What follows belongs to an exercise in optimizing a design on an open flow for small area; a production flow would make more cautious choices.
The RTL was checked by simulation tests, not by an equivalence proof against the original design.
No activity file was given, so power comes from the tool's default toggle rates.

--- flow/config.mk ---
export PLATFORM = sky130hd
export DESIGN_NAME = bmp_stream_deframer
export DESIGN_NICKNAME = bmp_stream_deframer
export VERILOG_FILES = /design/flow/design.v
export SDC_FILE = /design/flow/constraint.sdc
export NUM_CORES = 4
export LEC_CHECK = 0
export CAP_MARGIN = 20
export CORE_MARGIN = 2
export CORE_UTILIZATION = 40
export PLACE_DENSITY = 0.6
export SLEW_MARGIN = 20
--- flow/constraint.sdc ---
create_clock -name core_clock -period 7.0 [get_ports {clk}]
set_input_delay 1.4000 -clock core_clock [delete_from_list [all_inputs] [get_ports {clk}]]
set_output_delay 1.4000 -clock core_clock [all_outputs]
set_load 0.01 [all_outputs]
--- flow/design.v ---
`timescale 1ns / 1ps
module bmp_stream_deframer (
  input  logic               clk,
  input  logic               rst,
  input  logic               in_valid,
  output logic               in_ready,
  input  logic [7:0]         data_byte,
  input  logic               end_of_stream,
  output logic               out_valid,
  input  logic               out_ready,
  output logic [1:0]         result_kind,
  output logic [7:0]         pixel_byte,
  output logic               row_end,
  output logic               image_end,
  output logic signed [31:0] image_width,
  output logic signed [31:0] image_height,
  output logic [15:0]        pixel_bits,
  output logic [31:0]        pixel_data_offset,
  output logic [1:0]         error_code
);
  typedef enum logic [1:0] {
    KIND_PIXEL  = 2'd0,
    KIND_HEADER = 2'd1,
    KIND_ERROR  = 2'd2
  } kind_t;
  typedef enum logic [1:0] {
    ERR_NONE      = 2'd0,
    ERR_SIGNATURE = 2'd1,
    ERR_TRUNCATED = 2'd2,
    ERR_OFFSET    = 2'd3
  } err_t;
  localparam logic [31:0] HEADER_LEN      = 32'd54;
  localparam logic [5:0]  HEADER_LAST_IDX = 6'd53;
  localparam logic [7:0]  SIG_B           = 8'h42;
  localparam logic [7:0]  SIG_M           = 8'h4D;
  typedef enum logic [2:0] {
    PH_HEADER,
    PH_SKIP,
    PH_ROW,
    PH_PAD,
    PH_WAIT
  } phase_t;
  logic       ib_valid;
  logic [7:0] ib_data;
  logic       ib_eos;
  phase_t      phase, phase_next;
  logic [5:0]  header_index, header_index_next;
  logic [31:0] offset_store, offset_store_next;
  logic [31:0] width_store, width_store_next;
  logic [31:0] height_store, height_store_next;
  logic [15:0] bits_store, bits_store_next;
  logic [31:0] stream_position, stream_position_next;
  logic [32:0] row_byte_count, row_byte_count_next;
  logic [1:0]  pad_count, pad_count_next;
  logic [31:0] row_count, row_count_next;
  logic        res_valid;
  kind_t       res_kind;
  logic        res_row_end;
  logic        res_image_end;
  err_t        res_err;
  logic        out_free;
  logic        step;
  logic [31:0] pos_inc;
  logic [32:0] row_len;
  logic [1:0]  lane;
  logic        w_pos, h_pos, empty;
  logic        last_row_byte, last_image;
  logic        clear;
  logic [1:0]  pad_dec;
  assign out_free = !out_valid || out_ready;
  assign step     = ib_valid && (out_free || !res_valid);
  assign in_ready = !ib_valid || step;
  assign pos_inc = stream_position + 32'd1;
  assign row_len = {1'b0, width_store} + {width_store, 1'b0};
  assign lane    = header_index[1:0] - 2'd2;
  assign w_pos   = !width_store[31] && (width_store != 32'd0);
  assign h_pos   = !height_store[31] && (height_store != 32'd0);
  assign empty   = !(w_pos && h_pos);
  assign last_row_byte = (row_byte_count <= 33'd1);
  assign last_image    = last_row_byte && (row_count <= 32'd1);
  assign pad_dec = pad_count - 2'd1;
  always_comb begin
    phase_next           = phase;
    header_index_next    = header_index;
    offset_store_next    = offset_store;
    width_store_next     = width_store;
    height_store_next    = height_store;
    bits_store_next      = bits_store;
    stream_position_next = stream_position;
    row_byte_count_next  = row_byte_count;
    pad_count_next       = pad_count;
    row_count_next       = row_count;
    res_valid     = 1'b0;
    res_kind      = KIND_PIXEL;
    res_row_end   = 1'b0;
    res_image_end = 1'b0;
    res_err       = ERR_NONE;
    clear         = 1'b0;
    case (phase)
      PH_HEADER: begin
        if ((header_index == 6'd0 && ib_data != SIG_B) ||
            (header_index == 6'd1 && ib_data != SIG_M)) begin
          res_valid  = 1'b1;
          res_kind   = KIND_ERROR;
          res_err    = ERR_SIGNATURE;
          phase_next = PH_WAIT;
          clear      = ib_eos;
        end else begin
          if (header_index >= 6'd10 && header_index <= 6'd13) begin
            offset_store_next[{lane, 3'b000} +: 8] = ib_data;
          end else if (header_index >= 6'd18 && header_index <= 6'd21) begin
            width_store_next[{lane, 3'b000} +: 8] = ib_data;
          end else if (header_index >= 6'd22 && header_index <= 6'd25) begin
            height_store_next[{lane, 3'b000} +: 8] = ib_data;
          end else if (header_index >= 6'd28 && header_index <= 6'd29) begin
            bits_store_next[{header_index[0], 3'b000} +: 8] = ib_data;
          end
          stream_position_next = pos_inc;
          if (header_index != HEADER_LAST_IDX) begin
            header_index_next = header_index + 6'd1;
            if (ib_eos) begin
              res_valid = 1'b1;
              res_kind  = KIND_ERROR;
              res_err   = ERR_TRUNCATED;
              clear     = 1'b1;
            end
          end else if (offset_store < HEADER_LEN) begin
            res_valid  = 1'b1;
            res_kind   = KIND_ERROR;
            res_err    = ERR_OFFSET;
            phase_next = PH_WAIT;
            clear      = ib_eos;
          end else if (ib_eos && !empty) begin
            res_valid = 1'b1;
            res_kind  = KIND_ERROR;
            res_err   = ERR_TRUNCATED;
            clear     = 1'b1;
          end else begin
            res_valid     = 1'b1;
            res_kind      = KIND_HEADER;
            res_image_end = empty;
            if (ib_eos) begin
              clear = 1'b1;
            end else if (empty) begin
              phase_next = PH_WAIT;
            end else begin
              row_count_next = height_store;
              if (pos_inc == offset_store) begin
                row_byte_count_next = row_len;
                pad_count_next      = width_store[1:0];
                phase_next          = PH_ROW;
              end else begin
                phase_next = PH_SKIP;
              end
            end
          end
        end
      end
      PH_SKIP: begin
        if (ib_eos) begin
          res_valid = 1'b1;
          res_kind  = KIND_ERROR;
          res_err   = ERR_TRUNCATED;
          clear     = 1'b1;
        end else begin
          stream_position_next = pos_inc;
          if (pos_inc == offset_store) begin
            row_byte_count_next = row_len;
            pad_count_next      = width_store[1:0];
            phase_next          = PH_ROW;
          end
        end
      end
      PH_ROW: begin
        if (ib_eos && !last_image) begin
          res_valid = 1'b1;
          res_kind  = KIND_ERROR;
          res_err   = ERR_TRUNCATED;
          clear     = 1'b1;
        end else begin
          res_valid     = 1'b1;
          res_kind      = KIND_PIXEL;
          res_row_end   = last_row_byte;
          res_image_end = last_image;
          if (row_byte_count != 33'd0) begin
            row_byte_count_next = row_byte_count - 33'd1;
          end
          if (last_row_byte) begin
            if (row_count != 32'd0) begin
              row_count_next = row_count - 32'd1;
            end
            if (last_image) begin
              phase_next = PH_WAIT;
            end else if (pad_count != 2'd0) begin
              phase_next = PH_PAD;
            end else begin
              row_byte_count_next = row_len;
              pad_count_next      = width_store[1:0];
              phase_next          = PH_ROW;
            end
          end
          clear = ib_eos;
        end
      end
      PH_PAD: begin
        if (ib_eos) begin
          res_valid = 1'b1;
          res_kind  = KIND_ERROR;
          res_err   = ERR_TRUNCATED;
          clear     = 1'b1;
        end else begin
          pad_count_next = pad_dec;
          if (pad_dec == 2'd0) begin
            row_byte_count_next = row_len;
            pad_count_next      = width_store[1:0];
            phase_next          = PH_ROW;
          end
        end
      end
      default: begin
        clear = ib_eos;
      end
    endcase
    if (clear) begin
      phase_next           = PH_HEADER;
      header_index_next    = '0;
      offset_store_next    = '0;
      width_store_next     = '0;
      height_store_next    = '0;
      bits_store_next      = '0;
      stream_position_next = '0;
      row_byte_count_next  = '0;
      pad_count_next       = '0;
      row_count_next       = '0;
    end
  end
  always_ff @(posedge clk) begin
    if (rst) begin
      ib_valid <= 1'b0;
    end else if (in_valid && in_ready) begin
      ib_valid <= 1'b1;
    end else if (step) begin
      ib_valid <= 1'b0;
    end
  end
  always_ff @(posedge clk) begin
    if (in_valid && in_ready) begin
      ib_data <= data_byte;
      ib_eos  <= end_of_stream;
    end
  end
  always_ff @(posedge clk) begin
    if (rst) begin
      phase           <= PH_HEADER;
      header_index    <= '0;
      offset_store    <= '0;
      width_store     <= '0;
      height_store    <= '0;
      bits_store      <= '0;
      stream_position <= '0;
      row_byte_count  <= '0;
      pad_count       <= '0;
      row_count       <= '0;
    end else if (step) begin
      phase           <= phase_next;
      header_index    <= header_index_next;
      offset_store    <= offset_store_next;
      width_store     <= width_store_next;
      height_store    <= height_store_next;
      bits_store      <= bits_store_next;
      stream_position <= stream_position_next;
      row_byte_count  <= row_byte_count_next;
      pad_count       <= pad_count_next;
      row_count       <= row_count_next;
    end
  end
  always_ff @(posedge clk) begin
    if (rst) begin
      out_valid <= 1'b0;
    end else if (out_free) begin
      out_valid <= step && res_valid;
    end
  end
  always_ff @(posedge clk) begin
    if (step && res_valid) begin
      result_kind <= res_kind;
      pixel_byte  <= (res_kind == KIND_PIXEL) ? ib_data : 8'd0;
      row_end     <= res_row_end;
      image_end   <= res_image_end;
      error_code  <= res_err;
      if (res_kind == KIND_HEADER) begin
        image_width       <= width_store;
        image_height      <= height_store;
        pixel_bits        <= bits_store;
        pixel_data_offset <= offset_store;
      end else begin
        image_width       <= '0;
        image_height      <= '0;
        pixel_bits        <= '0;
        pixel_data_offset <= '0;
      end
    end
  end
endmodule
--- flow/run.sh ---
#!/bin/bash
# synth_recipe.tcl (not shown) runs the flow's synth.tcl, then flattens the netlist and writes it again
# the make line also repeats each setting of config.mk as NAME=value (left out here)
make -C /OpenROAD-flow-scripts/flow DESIGN_CONFIG=/design/flow/config.mk WORK_HOME=/design/flow/orfs CLKGATE_MAP_FILE= SYNTH_SCRIPT=/design/flow/synth_recipe.tcl finish
==> impl_metrics.env <==
export IMPL_arrival_ns=4.00
export IMPL_rsz0062_at_grt="false"
export IMPL_synth_cell_types=81
export IMPL_crit_start="header_index[0]"
export IMPL_ys_warn_count=1
export IMPL_whs_path_depth=1
export IMPL_outcome="complete, no violations"
export IMPL_critPathMaxStageDelay_ns=0.52
export IMPL_cts_resized=0
export IMPL_ios=141
export IMPL_initial_core_util_pct=40.3
export IMPL_synth_seq_area_share_pct=45.4
export IMPL_via_count=16607
export IMPL_fmax_mhz=185
export IMPL_synth_top_area_cell="dfxtp_1"
export IMPL_drive_gt1_share_pct=6.01
export IMPL_tightest_slew_ns=1.07
export IMPL_synthTopCellsByArea="dfxtp_1 (24%), edfxtp_1 (22%), nor2_1 (6.0%), and2_1 (4.3%), ha_1 (4.0%)"
export IMPL_cts_buffers=42
export IMPL_num_nets_final=2254
export IMPL_slowest_stage="clkdlybuf4s50_1"
export IMPL_dieWidth_um=220
export IMPL_numPortBuffers=140
export IMPL_rrSetupSlack_ns=2.06
export IMPL_dieArea_sq_um=48500
export IMPL_htreeDepth=2
export IMPL_cp_num_cells=12
export IMPL_rows=79
export IMPL_grt_pass1_wl_um=91000
export IMPL_synth_top_area_share_pct=23.8
export IMPL_irDropWorstVdd_mv=0.171
export IMPL_powerDensity_nw_per_um2=211
export IMPL_clkSinkCount=357
export IMPL_worstSetupStartpointType="flip-flop"
export IMPL_path_buf_inv=3
export IMPL_drt_iter0_markers=1575
export IMPL_synth_avg_cell_area_sq_um=8.90
export IMPL_crit_family="buffers and inverters"
export IMPL_ant_nets=0
export IMPL_synth_most_common_cell="nor2_1"
export IMPL_fin_worst_skew_ns=0.0289
export IMPL_synthCells=2100
export IMPL_endpoint_kind="primary output"
export IMPL_ys_async_sr_fraction_pct=0
export IMPL_setup_viol=0
export IMPL_setup_tns_ns=0
export IMPL_crit_path_max_fanout=19
export IMPL_coreArea_sq_um=46400
export IMPL_cp_endpoint="in_ready"
export IMPL_syn_area_sq_um=18700
export IMPL_post_route_min_period_ns=5.40
export IMPL_cts_root_buffer="clkbuf_16"
export IMPL_finalCritPeriodShare_pct=77.1
export IMPL_dp_cells=2742
export IMPL_clkTransAtPathRegs_ns=0.06
export IMPL_hold_ws_ns=0.475
export IMPL_nFillCells=4462
export IMPL_rr_endpoint="row_byte_count[28]"
export IMPL_cp_cell_sequence="clkinv_1 -> ha_1 -> nor2_1 -> or2_2 -> a311o_1 -> a31oi_1 -> nor2_1 -> nor2_1 -> nand2_1 -> nor2_1 -> inv_1 -> clkdlybuf4s50_1"
export IMPL_dpl_hpwl_um=40400
export IMPL_cts_tree="yes"
export IMPL_die_h_um=220
export IMPL_p_leak_nw=7.76
export IMPL_wl_per_cell_um=20.9
export IMPL_synth_fp_nets=2174
export IMPL_drv_slew=0
export IMPL_grt_max_degree=103
export IMPL_critPathRequiredTime_ns=5.60
export IMPL_netlist_top_cells_count="nor2_1 (299), dfxtp_1 (222), o21ai_0 (143), edfxtp_1 (135), a21oi_1 (134)"
export IMPL_antenna_found_initial=0
export IMPL_wirelength_um=59000
export IMPL_cap_violations=0
export IMPL_slew_headroom_pct=28.4
export IMPL_finalHoldViolations=0
export IMPL_ys_dominant_reg_cell="dfxtp_1"
export IMPL_grt_ovfl_total=0
export IMPL_grtUsageTotal_pct=24.1
export IMPL_via_per_inst=5.89
export IMPL_setup_worst_path_class="reg2out"
export IMPL_ys_seq_elements=357
export IMPL_hold_buffers=0
export IMPL_grt_pass1_vias=15778
export IMPL_post_cts_buffers=0
export IMPL_cts_buffer_depth=3
export IMPL_regToRegStartpoint="stream_position[5]"
export IMPL_synth_edf_count=135
export IMPL_drc=0
export IMPL_hp_class="reg2reg"
export IMPL_area_growth_syn_to_layout_pct=17.3
export IMPL_dr_pass1_iters=5
export IMPL_n_antenna_cell=0
export IMPL_worst_path_most_repeated_cell="nor2_1"
export IMPL_routabilityCongestion=0.896
export IMPL_insertion_delay_ns=0.59
export IMPL_fin_cells=2820
export IMPL_rr_worst_depth=11
==> worst min-delay path by stage <==
stage,startpoint,endpoint
after global placement,row_byte_count[17],row_byte_count[17]
after floorplan,row_byte_count[17],row_byte_count[17]
after detailed placement,row_byte_count[17],row_byte_count[17]
after CTS,row_byte_count[17],row_byte_count[17]
final,row_byte_count[17],row_byte_count[17]
after global routing,row_byte_count[17],row_byte_count[17]
==> final cells by class <==
class                           count  area, sq um  share of cell area, %
Sequential cell                   357         8500                   38.7
Timing Repair Buffer              165         1600                   7.28
Clock inverter                     15          153                  0.696
Inverter                           61          229                   1.04
Multi-Input combinational cell   1553         9510                   43.4
Tap cell                          607          759                   3.46
Clock buffer                       62         1190                   5.43
==> flip-flops by register name (all words and copies together), names as in the netlist, 2 cells and up <==
name	flops
image_width	32
phase	3
ib_data	8
width_store	32
stream_position	32
header_index	6
error_code	2
height_store	32
bits_store	16
row_byte_count	33
pad_count	2
image_height	32
pixel_data_offset	32
pixel_bits	16
offset_store	32
row_count	32
pixel_byte	8
result_kind	2
==> cells in the final DEF, fill, tap and decap left out, types with 15 or more instances in the layout <==
master / count
inv_1: 59
clkdlybuf4s50_1: 139
nor2_1: 299
nand2_1: 119
and2_1: 128
nor4_1: 37
nand3_1: 45
xor2_1: 22
dfxtp_1: 222
a22oi_1: 73
nand2b_1: 15
a32oi_1: 51
a21oi_1: 132
edfxtp_1: 135
or3_1: 26
xnor2_1: 57
a31oi_1: 21
or4_1: 17
clkbuf_16: 42
ha_1: 60
a211oi_1: 20
o21ai_0: 142
nor3_1: 56
a21o_1: 16
buf_4: 24
nand4_1: 25
==> power breakdown <==
part	internal [mW]	switching [mW]
Clock	1.23	0.916
Combinational	0.0916	0.171
Sequential	2.19	0.0365
Total	3.51	1.12
==> metrics by stage <==
stage	total power [mW]	setup slack (ns)	util (%)	area, sq um
3_5_place_dp	2.53	2.17	44.4	20600
2_1_floorplan	2.41	1.32	-	18700
5_1_grt	4.77	1.30	47.3	21900
6_report	4.64	1.60	47.3	21900
4_1_cts	4.68	1.61	47.3	21900
3_3_place_gp	2.53	2.00	44.4	20600
==> cells by family after synthesis <==
logic type | after synthesis | synth area share [%]
flip-flops | 357 | 45.4
AO/OA/AOI/OAI | 572 | 20.0
buffers and inverters | 190 | 3.91
multiplexers | 7 | 0.388
AND/OR/NAND/NOR | 834 | 22.4
XOR/XNOR | 79 | 3.70
adder cells (fa/ha/maj) | 61 | 4.12
==> routing by layer <==
| layer | share of wire, % | global-route usage (%) | up-vias |
|---|---|---|---|
| met1 | 44 | 32.9 | 8035 |
| met4 | 4.0 | 10.6 | 0 |
| met2 | 46 | 38.3 | 576 |
| met3 | 5.9 | 3.15 | 138 |
| li1 | - | - | 7858 |
| met5 | 0 | 0 | - |

re-timing with driven ports:
The results above use ideal ports. As a check the final layout listed here was re-extracted and re-timed, cells and wires unchanged.
Step 1: set_driving_cell puts a clkbuf_16 on clk and a buf_2 on each other input, an assumption about the parent block.
Step 2 moves the port delays by t, midway between the first and last clock arrival at a register: inputs arrive t later, outputs are due t later. That takes back most of the time a late clock gives input paths.
Slacks: ideal / step 1 / step 2; pairs: ideal / step 1.
shift t [ns]: 0.631
setup slack, ns: 1.602 / 1.548 / 2.065
worst slew at a driven data input, ns: 0.05
After both steps setup and hold are still met in this run. For this run, drivers alone change the setup slack by -0.054 ns; drivers and shift together by +0.463 ns.
